This design comes from an exercise in tuning for small area and a short achievable clock period on the open sky130 flow, not from production work.
Where RTL was checked, it was by simulation tests only, not by an equivalence proof against the original.
Power is estimated from default activity; no workload was simulated.

==> job 9331 <==
// pipe_mul
module pipe_mul #(
    parameter int XLEN   = 32,
    parameter int STAGES = 4,
    parameter int TAG_W  = 4
) (
    input  logic                clk_i,
    input  logic                rst_i,
    input  logic                req_i,
    input  logic                flush_i,
    input  logic [1:0]          op_i,
    input  logic [XLEN-1:0]     a_i,
    input  logic [XLEN-1:0]     b_i,
    input  logic [TAG_W-1:0]    tag_i,
    output logic                ready_o,
    output logic [XLEN-1:0]     result_o,
    output logic [2*XLEN-1:0]   product_o,
    output logic [TAG_W-1:0]    tag_o,
    output logic                busy_o
);
    logic [3:1] r_vld;
    logic [3:0] r_tag [1:3];
    always_ff @(posedge clk_i) begin
        if (!rst_i || flush_i) begin
            r_vld  <= '0;
            busy_o <= 1'b0;
        end else begin
            r_vld  <= {r_vld[2:1], req_i};
            busy_o <= req_i | r_vld[1] | r_vld[2];
        end
    end
    always_ff @(posedge clk_i) begin
        r_tag[1] <= tag_i;
        r_tag[2] <= r_tag[1];
        r_tag[3] <= r_tag[2];
    end
    logic w0;
    logic w1;
    logic w2;
    logic w3;
    logic w4;
    logic w5;
    logic w6;
    logic w7;
    logic w8;
    logic w9;
    logic w10;
    logic w11;
    logic w12;
    logic w13;
    logic w14;
    logic w15;
    logic w16;
    logic w17;
    logic w18;
    logic w19;
    logic w20;
    logic w21;
    logic w22;
    logic w23;
    logic w24;
    logic w25;
    logic w26;
    logic w27;
    logic w28;
    logic w29;
    logic w30;
    logic w31;
    logic w32;
    logic w33;
    logic w34;
    logic w35;
    logic w36;
    logic w37;
    logic w38;
    logic w39;
    logic w40;
    logic w41;
    logic w42;
    logic w43;
    logic w44;
    logic w45;
    logic w46;
    logic w47;
    logic w48;
    logic w49;
    logic w50;
    logic w51;
    logic w52;
    logic w53;
    logic w54;
    logic w55;
    logic w56;
    logic w57;
    logic w58;
    logic w59;
    logic w60;
    logic w61;
    logic w62;
    logic w63;
    logic w64;
    logic w65;
    logic w66;
    logic w67;
    logic w68;
    logic w69;
    logic w70;
    logic w71;
    logic w72;
    logic w73;
    logic w74;
    logic w75;
    logic w76;
  ...
make LEC_CHECK=0 ABC_AREA=1 CAP_MARGIN=20 CORE_MARGIN=2 CORE_UTILIZATION=40 SETUP_SLACK_MARGIN=5 SLEW_MARGIN=20 SYNTH_HIERARCHICAL=1 finish   # period 8.5 ns
run.sh (not shown) runs the stock make flow with config.mk's settings and CLKGATE_MAP_FILE= SYNTH_SCRIPT=/design/flow/synth_recipe.tcl, a recipe that flattens the netlist after the stock synthesis.
==> job 7197 (differences from job 9331) <==
--- a/flow/design.v
+++ b/flow/design.v
@@ -4330,29 +4330,24 @@
         r3_w1645 <= w1645;
         r1_w3 <= w3;
         r2_r1_w3 <= r1_w3;
         r3_r2_r1_w3 <= r2_r1_w3;
     end
     logic [63:0] w_prod;
     assign w_prod = {w2044, w2043, w2042, w2041, w2040, w2039, w2038, w2037, w2036, w2035, w2034, w2033, w2032, w2031, w2030, w2029, w2028, w2027, w2026, w2025, w2024, w2023, w2022, w2021, w2020, w2019, w2018, w2017, w2016, w2015, w2014, w2013, w2012, w2011, w2010, w2009, w2008, w2007, w2006, w2005, w2004, w2003, w2002, w2001, w2000, w1999, w1998, w1997, w1996, w1995, w1994, w1993, w1992, w1991, r3_w1655, r3_w1653, r3_w1651, r3_w1649, r3_w1647, r3_r2_w1095, r3_r2_w1093, r3_r2_w1091, r3_r2_w1089, r3_r2_w1087};
+    logic w_ld, w_hold, r_sel_lo;
+    assign w_ld   = rst_i & r_vld[3] & ~flush_i;
+    assign w_hold = rst_i & ~(r_vld[3] & ~flush_i);
     always_ff @(posedge clk_i) begin
-        if (!rst_i) begin
-            ready_o   <= 1'b0;
-            result_o  <= '0;
-            product_o <= '0;
-            tag_o     <= '0;
-        end else begin
-            ready_o <= r_vld[3] & ~flush_i;
-            if (r_vld[3] && !flush_i) begin
-                tag_o     <= r_tag[3];
-                product_o <= w_prod;
-                result_o  <= r3_r2_r1_w3 ? w_prod[31:0] : w_prod[63:32];
-            end
-        end
+        ready_o   <= w_ld;
+        r_sel_lo  <= (r3_r2_r1_w3 & w_ld) | (r_sel_lo & w_hold);
+        tag_o     <= (r_tag[3] & {4{w_ld}}) | (tag_o & {4{w_hold}});
+        product_o <= (w_prod & {64{w_ld}}) | (product_o & {64{w_hold}});
     end
+    assign result_o = r_sel_lo ? product_o[31:0] : product_o[63:32];
 endmodule
 module pm_fa (
     input  logic a,
     input  logic b,
     input  logic c,
     output logic s,
     output logic co
==> flow/flow/run.sh (new file) <==
#!/bin/bash
# Standard layout with plain buf_2 port buffers.
export BUFFER_PORTS_ARGS="-buffer_cell sky130_fd_sc_hd__buf_2"
bash standard.sh > standard.log 2>&1
==> flow/standard.sh (new file) <==
#!/bin/bash
# synth_recipe.tcl (not shown) runs the flow's synth.tcl, then flattens the netlist and writes it again
# the make line also repeats each setting of config.mk as NAME=value (left out here)
make -C /OpenROAD-flow-scripts/flow DESIGN_CONFIG=/design/flow/config.mk WORK_HOME=/design/flow/orfs CLKGATE_MAP_FILE= SYNTH_SCRIPT=/design/flow/synth_recipe.tcl "${@:-finish}"
CTS_BUF_LIST = sky130_fd_sc_hd__clkbuf_4 sky130_fd_sc_hd__clkbuf_8   (was default)
CTS_CLUSTER_DIAMETER = 60   (was default)
CTS_CLUSTER_SIZE = 20   (was default)
removed: flow/run.sh
==> job 8470 (differences from job 9331) <==
--- a/flow/design.v
+++ b/flow/design.v
@@ -4330,28 +4330,25 @@
         r3_w1645 <= w1645;
         r1_w3 <= w3;
         r2_r1_w3 <= r1_w3;
         r3_r2_r1_w3 <= r2_r1_w3;
     end
     logic [63:0] w_prod;
     assign w_prod = {w2044, w2043, w2042, w2041, w2040, w2039, w2038, w2037, w2036, w2035, w2034, w2033, w2032, w2031, w2030, w2029, w2028, w2027, w2026, w2025, w2024, w2023, w2022, w2021, w2020, w2019, w2018, w2017, w2016, w2015, w2014, w2013, w2012, w2011, w2010, w2009, w2008, w2007, w2006, w2005, w2004, w2003, w2002, w2001, w2000, w1999, w1998, w1997, w1996, w1995, w1994, w1993, w1992, w1991, r3_w1655, r3_w1653, r3_w1651, r3_w1649, r3_w1647, r3_r2_w1095, r3_r2_w1093, r3_r2_w1091, r3_r2_w1089, r3_r2_w1087};
+    logic w_ld, w_ldl, w_ldh, w_hold;
+    assign w_ld   = rst_i & r_vld[3] & ~flush_i;
+    assign w_ldl  = w_ld & r3_r2_r1_w3;
+    assign w_ldh  = w_ld & ~r3_r2_r1_w3;
+    assign w_hold = rst_i & ~(r_vld[3] & ~flush_i);
     always_ff @(posedge clk_i) begin
-        if (!rst_i) begin
-            ready_o   <= 1'b0;
-            result_o  <= '0;
-            product_o <= '0;
-            tag_o     <= '0;
-        end else begin
-            ready_o <= r_vld[3] & ~flush_i;
-            if (r_vld[3] && !flush_i) begin
-                tag_o     <= r_tag[3];
-                product_o <= w_prod;
-                result_o  <= r3_r2_r1_w3 ? w_prod[31:0] : w_prod[63:32];
-            end
-        end
+        ready_o   <= w_ld;
+        tag_o     <= (r_tag[3] & {4{w_ld}}) | (tag_o & {4{w_hold}});
+        product_o <= (w_prod & {64{w_ld}}) | (product_o & {64{w_hold}});
+        result_o  <= (w_prod[31:0] & {32{w_ldl}}) | (w_prod[63:32] & {32{w_ldh}})
+                   | (result_o & {32{w_hold}});
     end
 endmodule
 module pm_fa (
     input  logic a,
     input  logic b,
     input  logic c,
     output logic s,
==> flow/flow/run.sh (new file) <==
#!/bin/bash
export BUFFER_PORTS_ARGS="-buffer_cell sky130_fd_sc_hd__buf_2"
bash standard.sh SETUP_SLACK_MARGIN=5.4 finish > standard.log 2>&1
==> flow/standard.sh (new file) <==
#!/bin/bash
# synth_recipe.tcl (not shown) runs the flow's synth.tcl, then flattens the netlist and writes it again
# the make line also repeats each setting of config.mk as NAME=value (left out here)
make -C /OpenROAD-flow-scripts/flow DESIGN_CONFIG=/design/flow/config.mk WORK_HOME=/design/flow/orfs CLKGATE_MAP_FILE= SYNTH_SCRIPT=/design/flow/synth_recipe.tcl "${@:-finish}"
removed: flow/run.sh
==> impl_metrics.toml <==
[critical_path]
path_common_cell = "fa_1"
crit_end = "r2_w730"
r2r_start = "r1_b_i_15"

[min_path]
worstHoldEndpoint = "r2_r1_w401"

[synthesis]
synth_cells = 3211

[power_and_ir_drop]
pwr-share-clk = 0.105

[timing]
min_period_over_period = 0.403

[outcome]
status = "finished clean"

[final_layout]
num-nonclk-inverters = 316
[end of results for job 7197]
==> impl_metrics.toml <==
[critical_path]
crit_end = "result_o[12]"
ff2ff_path_depth = 17
path_common_cell = "fa_2"

[synthesis]
synth.distinct_cells = 38

[min_path]
worstHoldEndpoint = "r2_r1_b_i_27"

[power_and_ir_drop]
pwr-share-clk = 0.144

[outcome]
status = "finished clean"

[final_layout]
num-nonclk-inverters = 263

[clock_tree]
cts_buffers = 55

[timing]
min_period_over_period = 0.426
[end of results for job 9331]
==> impl_metrics.toml <==
[final_layout]
dominant-cell-class = "multi-input combinational cells"
num-nonclk-inverters = 281
final_nets = 4216
final-clk-cell-share = 0.0451

[timing]
holdWs_ns = 0.321
min_period_over_period = 0.413

[floorplanning]
start_util = 0.403

[power_and_ir_drop]
pwr-share-clk = 0.141

[critical_path]
crit_end = "result_o[15]"
path_common_cell = "fa_2"
r2r_start = "r3_w1377"

[min_path]
worstHoldEndpoint = "r2_r1_w544"

[outcome]
status = "finished clean"

[synthesis]
synth_cells = 3203
[end of results for job 8470]
Only the layout flow was run in job 7197 and job 8470; the RTL was not checked for function there.

[re-timing with driven ports]
Ports are ideal in the flow. The routed layouts listed here were re-timed in OpenROAD. Step 1, drivers: a clkbuf_16 drives clk_i and a buf_2 each remaining input, both assumed. Step 2 times the ports against the registers' clock, not the clock port: input delays grow and output delays shrink by t, the midpoint of the rising clock arrivals with the driver on. a / b / c = ideal / step 1 / step 2; a / b = the first two.
run | shift t [ns] | setup slack, ns | worst setup path after step 2 | worst slew at a driven data input, ns | pins driven straight from the clock port
job 9331 | 0.695 | 4.876 / 4.876 / 4.445 | input to register | 0.16 | 1
job 7197 | 0.721 | 5.074 / 5.069 / 4.659 | input to register | 0.07 | 1
job 8470 | 0.698 | 4.989 / 4.989 / 4.969 | input to register | 0.15 | 1
After both steps every run listed still meets setup and hold. The setup slack of job 9331, which loses most, moves by 0.000 ns with the drivers and by -0.431 ns with both steps.
